Context: an optimization exercise on an open-source flow, tuned for small area and a short achievable clock period. The choices shown serve that exercise and are no tape-out recipe. The RTL was checked by simulation tests, not by an equivalence proof against the original design. Power and IR drop assume default switching activity.

--- flow/constraint.sdc ---
create_clock -name core_clock -period 7.0 [get_ports {clk}]
set_input_delay 1.4000 -clock core_clock [delete_from_list [all_inputs] [get_ports {clk}]]
set_output_delay 1.4000 -clock core_clock [all_outputs]
set_load 0.01 [all_outputs]
--- flow/run.sh ---
#!/bin/bash
# synth_recipe.tcl (not shown) runs the flow's synth.tcl, then flattens the netlist and writes it again
# the make line also repeats each setting of config.mk as NAME=value (left out here)
make -C /OpenROAD-flow-scripts/flow DESIGN_CONFIG=/design/flow/config.mk WORK_HOME=/design/flow/orfs CLKGATE_MAP_FILE= SYNTH_SCRIPT=/design/flow/synth_recipe.tcl finish
--- flow/design.v ---
module log2 #(
  parameter int FRAC_W = 5,
  parameter int MANT_W = 16
) (
  input  logic              clk,
  input  logic              rst_n,
  input  logic [7:0]        x,
  input  logic              validx,
  output logic [FRAC_W+2:0] y,
  output logic              validy
);
  function automatic logic [7:0] lut(input logic [7:0] a);
    case (a)
      8'd0: lut = 8'd0;
      8'd1: lut = 8'd0;
      8'd2: lut = 8'd32;
      8'd3: lut = 8'd50;
      8'd4: lut = 8'd64;
      8'd5: lut = 8'd74;
      8'd6: lut = 8'd82;
      8'd7: lut = 8'd89;
      8'd8: lut = 8'd96;
      8'd9: lut = 8'd101;
      8'd10: lut = 8'd106;
      8'd11: lut = 8'd110;
      8'd12: lut = 8'd114;
      8'd13: lut = 8'd118;
      8'd14: lut = 8'd121;
      8'd15: lut = 8'd125;
      8'd16: lut = 8'd128;
      8'd17: lut = 8'd130;
      8'd18: lut = 8'd133;
      8'd19: lut = 8'd135;
      8'd20: lut = 8'd138;
      8'd21: lut = 8'd140;
      8'd22: lut = 8'd142;
      8'd23: lut = 8'd144;
      8'd24: lut = 8'd146;
      8'd25: lut = 8'd148;
      8'd26: lut = 8'd150;
      8'd27: lut = 8'd152;
      8'd28: lut = 8'd153;
      8'd29: lut = 8'd155;
      8'd30: lut = 8'd157;
      8'd31: lut = 8'd158;
      8'd32: lut = 8'd160;
      8'd33: lut = 8'd161;
      8'd34: lut = 8'd162;
      8'd35: lut = 8'd164;
      8'd36: lut = 8'd165;
      8'd37: lut = 8'd166;
      8'd38: lut = 8'd167;
      8'd39: lut = 8'd169;
      8'd40: lut = 8'd170;
      8'd41: lut = 8'd171;
      8'd42: lut = 8'd172;
      8'd43: lut = 8'd173;
      8'd44: lut = 8'd174;
      8'd45: lut = 8'd175;
      8'd46: lut = 8'd176;
      8'd47: lut = 8'd177;
      8'd48: lut = 8'd178;
      8'd49: lut = 8'd179;
      8'd50: lut = 8'd180;
      8'd51: lut = 8'd181;
      8'd52: lut = 8'd182;
      8'd53: lut = 8'd183;
      8'd54: lut = 8'd184;
      8'd55: lut = 8'd185;
      8'd56: lut = 8'd185;
      8'd57: lut = 8'd186;
      8'd58: lut = 8'd187;
      8'd59: lut = 8'd188;
      8'd60: lut = 8'd189;
      8'd61: lut = 8'd189;
      8'd62: lut = 8'd190;
      8'd63: lut = 8'd191;
      8'd64: lut = 8'd192;
      8'd65: lut = 8'd192;
      8'd66: lut = 8'd193;
      8'd67: lut = 8'd194;
      8'd68: lut = 8'd194;
      8'd69: lut = 8'd195;
      8'd70: lut = 8'd196;
      8'd71: lut = 8'd196;
      8'd72: lut = 8'd197;
      8'd73: lut = 8'd198;
      8'd74: lut = 8'd198;
      8'd75: lut = 8'd199;
      8'd76: lut = 8'd199;
      8'd77: lut = 8'd200;
      8'd78: lut = 8'd201;
      8'd79: lut = 8'd201;
      8'd80: lut = 8'd202;
      8'd81: lut = 8'd202;
      8'd82: lut = 8'd203;
      8'd83: lut = 8'd204;
      8'd84: lut = 8'd204;
      8'd85: lut = 8'd205;
      8'd86: lut = 8'd205;
      8'd87: lut = 8'd206;
      8'd88: lut = 8'd206;
      8'd89: lut = 8'd207;
      8'd90: lut = 8'd207;
      8'd91: lut = 8'd208;
      8'd92: lut = 8'd208;
      8'd93: lut = 8'd209;
      8'd94: lut = 8'd209;
      8'd95: lut = 8'd210;
      8'd96: lut = 8'd210;
      8'd97: lut = 8'd211;
      8'd98: lut = 8'd211;
      8'd99: lut = 8'd212;
      8'd100: lut = 8'd212;
      8'd101: lut = 8'd213;
      8'd102: lut = 8'd213;
      8'd103: lut = 8'd213;
      8'd104: lut = 8'd214;
      8'd105: lut = 8'd214;
      8'd106: lut = 8'd215;
      8'd107: lut = 8'd215;
      8'd108: lut = 8'd216;
      8'd109: lut = 8'd216;
      8'd110: lut = 8'd217;
      8'd111: lut = 8'd217;
      8'd112: lut = 8'd217;
      8'd113: lut = 8'd218;
      8'd114: lut = 8'd218;
      8'd115: lut = 8'd219;
      8'd116: lut = 8'd219;
      8'd117: lut = 8'd219;
      8'd118: lut = 8'd220;
      8'd119: lut = 8'd220;
      8'd120: lut = 8'd221;
      8'd121: lut = 8'd221;
      8'd122: lut = 8'd221;
      8'd123: lut = 8'd222;
      8'd124: lut = 8'd222;
      8'd125: lut = 8'd222;
      8'd126: lut = 8'd223;
      8'd127: lut = 8'd223;
      8'd128: lut = 8'd224;
      8'd129: lut = 8'd224;
      8'd130: lut = 8'd224;
      8'd131: lut = 8'd225;
      8'd132: lut = 8'd225;
      8'd133: lut = 8'd225;
      8'd134: lut = 8'd226;
      8'd135: lut = 8'd226;
      8'd136: lut = 8'd226;
      8'd137: lut = 8'd227;
      8'd138: lut = 8'd227;
      8'd139: lut = 8'd227;
      8'd140: lut = 8'd228;
      8'd141: lut = 8'd228;
      8'd142: lut = 8'd228;
      8'd143: lut = 8'd229;
      8'd144: lut = 8'd229;
      8'd145: lut = 8'd229;
      8'd146: lut = 8'd230;
      8'd147: lut = 8'd230;
      8'd148: lut = 8'd230;
      8'd149: lut = 8'd231;
      8'd150: lut = 8'd231;
      8'd151: lut = 8'd231;
      8'd152: lut = 8'd231;
      8'd153: lut = 8'd232;
      8'd154: lut = 8'd232;
      8'd155: lut = 8'd232;
      8'd156: lut = 8'd233;
      8'd157: lut = 8'd233;
      8'd158: lut = 8'd233;
      8'd159: lut = 8'd234;
      8'd160: lut = 8'd234;
      8'd161: lut = 8'd234;
      8'd162: lut = 8'd234;
      8'd163: lut = 8'd235;
      8'd164: lut = 8'd235;
      8'd165: lut = 8'd235;
      8'd166: lut = 8'd236;
      8'd167: lut = 8'd236;
      8'd168: lut = 8'd236;
      8'd169: lut = 8'd236;
      8'd170: lut = 8'd237;
      8'd171: lut = 8'd237;
      8'd172: lut = 8'd237;
      8'd173: lut = 8'd237;
      8'd174: lut = 8'd238;
      8'd175: lut = 8'd238;
      8'd176: lut = 8'd238;
      8'd177: lut = 8'd238;
      8'd178: lut = 8'd239;
      8'd179: lut = 8'd239;
      8'd180: lut = 8'd239;
      8'd181: lut = 8'd239;
      8'd182: lut = 8'd240;
      8'd183: lut = 8'd240;
      8'd184: lut = 8'd240;
      8'd185: lut = 8'd241;
      8'd186: lut = 8'd241;
      8'd187: lut = 8'd241;
      8'd188: lut = 8'd241;
      8'd189: lut = 8'd241;
      8'd190: lut = 8'd242;
      8'd191: lut = 8'd242;
      8'd192: lut = 8'd242;
      8'd193: lut = 8'd242;
      8'd194: lut = 8'd243;
      8'd195: lut = 8'd243;
      8'd196: lut = 8'd243;
      8'd197: lut = 8'd243;
      8'd198: lut = 8'd244;
      8'd199: lut = 8'd244;
      8'd200: lut = 8'd244;
      8'd201: lut = 8'd244;
      8'd202: lut = 8'd245;
      8'd203: lut = 8'd245;
      8'd204: lut = 8'd245;
      8'd205: lut = 8'd245;
      8'd206: lut = 8'd245;
      8'd207: lut = 8'd246;
      8'd208: lut = 8'd246;
      8'd209: lut = 8'd246;
      8'd210: lut = 8'd246;
      8'd211: lut = 8'd247;
      8'd212: lut = 8'd247;
      8'd213: lut = 8'd247;
      8'd214: lut = 8'd247;
      8'd215: lut = 8'd247;
      8'd216: lut = 8'd248;
      8'd217: lut = 8'd248;
      8'd218: lut = 8'd248;
      8'd219: lut = 8'd248;
      8'd220: lut = 8'd249;
      8'd221: lut = 8'd249;
      8'd222: lut = 8'd249;
      8'd223: lut = 8'd249;
      8'd224: lut = 8'd249;
      8'd225: lut = 8'd250;
      8'd226: lut = 8'd250;
      8'd227: lut = 8'd250;
      8'd228: lut = 8'd250;
      8'd229: lut = 8'd250;
      8'd230: lut = 8'd251;
      8'd231: lut = 8'd251;
      8'd232: lut = 8'd251;
      8'd233: lut = 8'd251;
      8'd234: lut = 8'd251;
      8'd235: lut = 8'd252;
      8'd236: lut = 8'd252;
      8'd237: lut = 8'd252;
      8'd238: lut = 8'd252;
      8'd239: lut = 8'd252;
      8'd240: lut = 8'd253;
      8'd241: lut = 8'd253;
      8'd242: lut = 8'd253;
      8'd243: lut = 8'd253;
      8'd244: lut = 8'd253;
      8'd245: lut = 8'd253;
      8'd246: lut = 8'd254;
      8'd247: lut = 8'd254;
      8'd248: lut = 8'd254;
      8'd249: lut = 8'd254;
      8'd250: lut = 8'd254;
      8'd251: lut = 8'd255;
      8'd252: lut = 8'd255;
      8'd253: lut = 8'd255;
      8'd254: lut = 8'd255;
      8'd255: lut = 8'd255;
      default: lut = 8'd0;
    endcase
  endfunction
  always_ff @(posedge clk) begin
    validy <= rst_n & validx;
    y      <= lut(x);
  end
endmodule
--- flow/config.mk ---
export PLATFORM = sky130hd
export DESIGN_NAME = log2
export DESIGN_NICKNAME = log2
export VERILOG_FILES = /design/flow/design.v
export SDC_FILE = /design/flow/constraint.sdc
export NUM_CORES = 4
export LEC_CHECK = 0
export CAP_MARGIN = 20
export CORE_MARGIN = 2
export CORE_UTILIZATION = 40
export SLEW_MARGIN = 20
==> run summary <==
[worst min-delay path by stage]
stage	from	end	slack [ns]
6_report	validx	validy	1.73
5_1_grt	validx	validy	1.74
4_1_cts	validx	validy	1.74
3_5_place_dp	validx	validy	1.98
3_3_place_gp	validx	validy	1.98
2_1_floorplan	validx	validy	1.52
[final cells by class]
cell class	instances	share of cell area
clock buffer	4	0.02367
tap	52	0.03419
inverter	8	0.01578
timing repair buffer	22	0.1091
multi-input combinational	198	0.7225
sequential	9	0.09467
[per-stage QoR]
stage / instances / utilization
after floorplan: 243 / -
after global placement: 289 / 0.4297
after detailed placement: 289 / 0.4297
after CTS: 293 / 0.4401
after global routing: 293 / 0.4401
final: 293 / 0.4401
[layer usage]
layer / vias to the layer above / GRT usage / part of all wire
met5: - / 0 / 0
met4: 0 / 0.05031 / 0.019
met3: 10 / 0.01567 / 0.045
met2: 52 / 0.2925 / 0.45
met1: 823 / 0.2963 / 0.48
li1: 899 / - / -
[worst max-delay path, cell delays in order]
cell,delay [ns]
clkdlybuf4s50_1,0.85
clkinv_1,0.44
ha_1,0.46
and4b_1,0.21
a311oi_2,0.24
o211ai_1,0.13
o2111ai_1,0.22
nand4_1,0.11
[kinds of logic after synthesis]
group | Yosys count | synth area share
adders and majority gates | 15 | 0.1058
muxes | 10 | 0.05853
DFF | 9 | 0.1015
AOI/OAI and AO/OA | 87 | 0.3385
and+or+nand+nor | 84 | 0.2581
xor gates and xnor gates | 2 | 0.01411
buffers and inverters | 36 | 0.1234
[registers in the layout (all words and copies together), names as in the netlist]
| register | count |
|---|---|
| validy | 1 |
| y | 8 |
[synth_stat cells, types with 2 or more instances]
library cell,number
a211oi_1,3
a21oi_1,15
a21oi_2,2
a221o_1,2
a22o_1,2
a31oi_1,3
buf_2,13
buf_4,4
buf_6,7
clkbuf_1,3
dfxtp_1,9
ha_1,15
inv_1,7
mux2_2,3
mux2i_1,7
nand2_1,18
nand2b_1,7
nand3_1,7
nand3b_1,6
nand4_1,5
nor2_1,15
nor2b_1,9
nor3_1,4
nor3b_1,2
o2111ai_1,2
o211ai_1,15
o21a_1,2
o21ai_0,15
o21ai_1,7
o311ai_1,2
o31ai_1,2
or3_1,2
[where the power goes]
group / internal (W) / switching, W / total [W]
Clock: 0.0000397 / 0.0000205 / 0.0000602
Combinational: 0.0000468 / 0.0000632 / 0.000110
Sequential: 0.0000567 / 0.00000134 / 0.0000580
==> summary.md <==
| Metric | Value |
|---|---|
| Outcome | `finished clean` |
| DRT iter0 DRCs | `207` |
| Min Hold Slack | `1.734 ns` |
| Placer Congestion | `approximately 0.95` |
| Maximum number of pins on one net before global-route repair | `67` |
| Fmax | `252.5 MHz` |
| Fillers | `470` |
| Post-DRT Antenna Nets | `0` |
| Power after layout | `~0.00023 W` |
| Vias | `around 1800` |
| Async S/R FF share, synth | `0` |
| Gr ovfl total | `0` |
| Setup-failing EPs final | `0` |
| Synth Flop Type | `dfxtp_1` |
| I/O Buffers | `19` |
| Initial antenna violation count | `0` |
| CP Class | `input port to register` |
| Most frequent cells in the layout | `18 x nand2_1, 18 x clkdlybuf4s50_1` |
| Root buffer cell | `clkbuf_8` |
| Crit end category | `register` |
| Fin. Hold Viols | `0` |
| Htree depth | `1` |
| Initial Util | `0.4103` |
| CTS tree | `built` |
| Setup Buffers After CTS | `0` |
| Crit-path max FO | `16` |
| Post-synthesis cell type count | `60` |
| Area of the multi-input gates | `~1400 sq um` |
| Final setup margin | `between 3 and 4 ns` |
| Hold Path Class | `input port to register` |
| Core outline area | `4324 sq um` |
| Die H | `70.60 um` |
| Yosys warns | `1` |
| Critical Path Sink | `y[0]` |
| CTS buffer count | `3` |
| Mapped cell area | `1774 sq um` |
| Seq cells post-synth | `9` |
| Drt total wl | `approximately 4.8 mm` |
| Clock sink count | `9` |
| Sequential share of the synthesized area | `0.1016` |
| Crit. Startpoint | `x[1]` |
| Crit path DAT | `4.07 ns` |
| Tot GR Track Use | `0.1936` |
| Row cnt | `24` |
| Max-cap violations | `0` |
| Die area | `about 5000 sq um` |
| Slew HR | `0.3170` |
| Gate Count Post-Synth | `roughly 240` |
| Clock Path Buffers | `2` |
| Vias per cell | `slightly above 6` |
| Total power per unit cell area | `roughly 120 nW/um^2` |
| Worst-margin pin slew | `~1 ns` |
| DP Area | `approximately 1900 sq um` |
| Die W | `~71 um` |
| Detailed Place HPWL | `3.191 mm` |
| Final Critical Period | `between 3 and 4 ns` |
| Diode count | `0` |
| Post-synth EDFFs | `0` |
| Period utilisation layout | `0.5659` |
| P_leak | `roughly 0.70 nW` |
| Maximum vdd drop | `approximately 0.057 mV` |
| Average size of a mapped cell | `7.301 sq um` |
| RSZ-0062 raised after global routing | `no` |
| Clk slew on worst S/H paths | `0.05 ns` |
| Layout cells sized above 1 | `0.07469` |
| Fin nets | `268` |
| Synth top area share | `0.1058` |
| Avg WL per Cell | `16.55 um` |
| First-pass GRT wire length | `just under 8 mm` |
| Sequential cell area | `around 180 sq um` |
| CP required | `7.11 ns` |
| Net Count, Synth | `269` |
| Number of global-route vias before repair | `1544` |
| Post-Place Worst Slack | `roughly 2.8 ns` |
| Synth top area cells | `ha_1 11%, dfxtp_1 10%, o211ai_1 6.3%` |
| CP startpoint kind | `input port` |
| Synth-to-Final Area Change | `7.264%` |
| Pins over their slew limit | `0` |
| Cts repair resizes | `0` |
| DRC Markers | `0` |
| Hold path depth | `2` |
| First drt pass iteration count | `4` |
| Setup TNS | `0 ns` |
| Post-CTS Hold Buffers | `0` |
| Cell taking the most area after synthesis | `ha_1` |
| Final Cell Area | `roughly 1900 sq um` |
| IO Pins | `20` |

## static timing again, ports no longer ideal
In the flow no input, the clock included, has a driving cell. The finished layout below was timed again as built, in two steps. Step 1 (the two cells are an assumption about what drives the block):
set clk [get_ports {clk}]
set_driving_cell -lib_cell sky130_fd_sc_hd__clkbuf_16 $clk
set_driving_cell -lib_cell sky130_fd_sc_hd__buf_2 [delete_from_list [all_inputs] $clk]
Step 2, shift: input delay + t, output delay - t, t = (earliest + latest rising clock arrival at the registers) / 2. This alone moves slack from input paths to output paths. Slacks: ideal ports / drivers / drivers and shift; pairs: ideal ports / drivers.
t (ns): 0.254
setup slack, ns: 3.039 / 3.041 / 2.787
worst setup path at the end: input to register
After both steps setup and hold are still met in this run. The setup slack of this run moves by +0.002 ns with the drivers and by -0.252 ns with both steps.
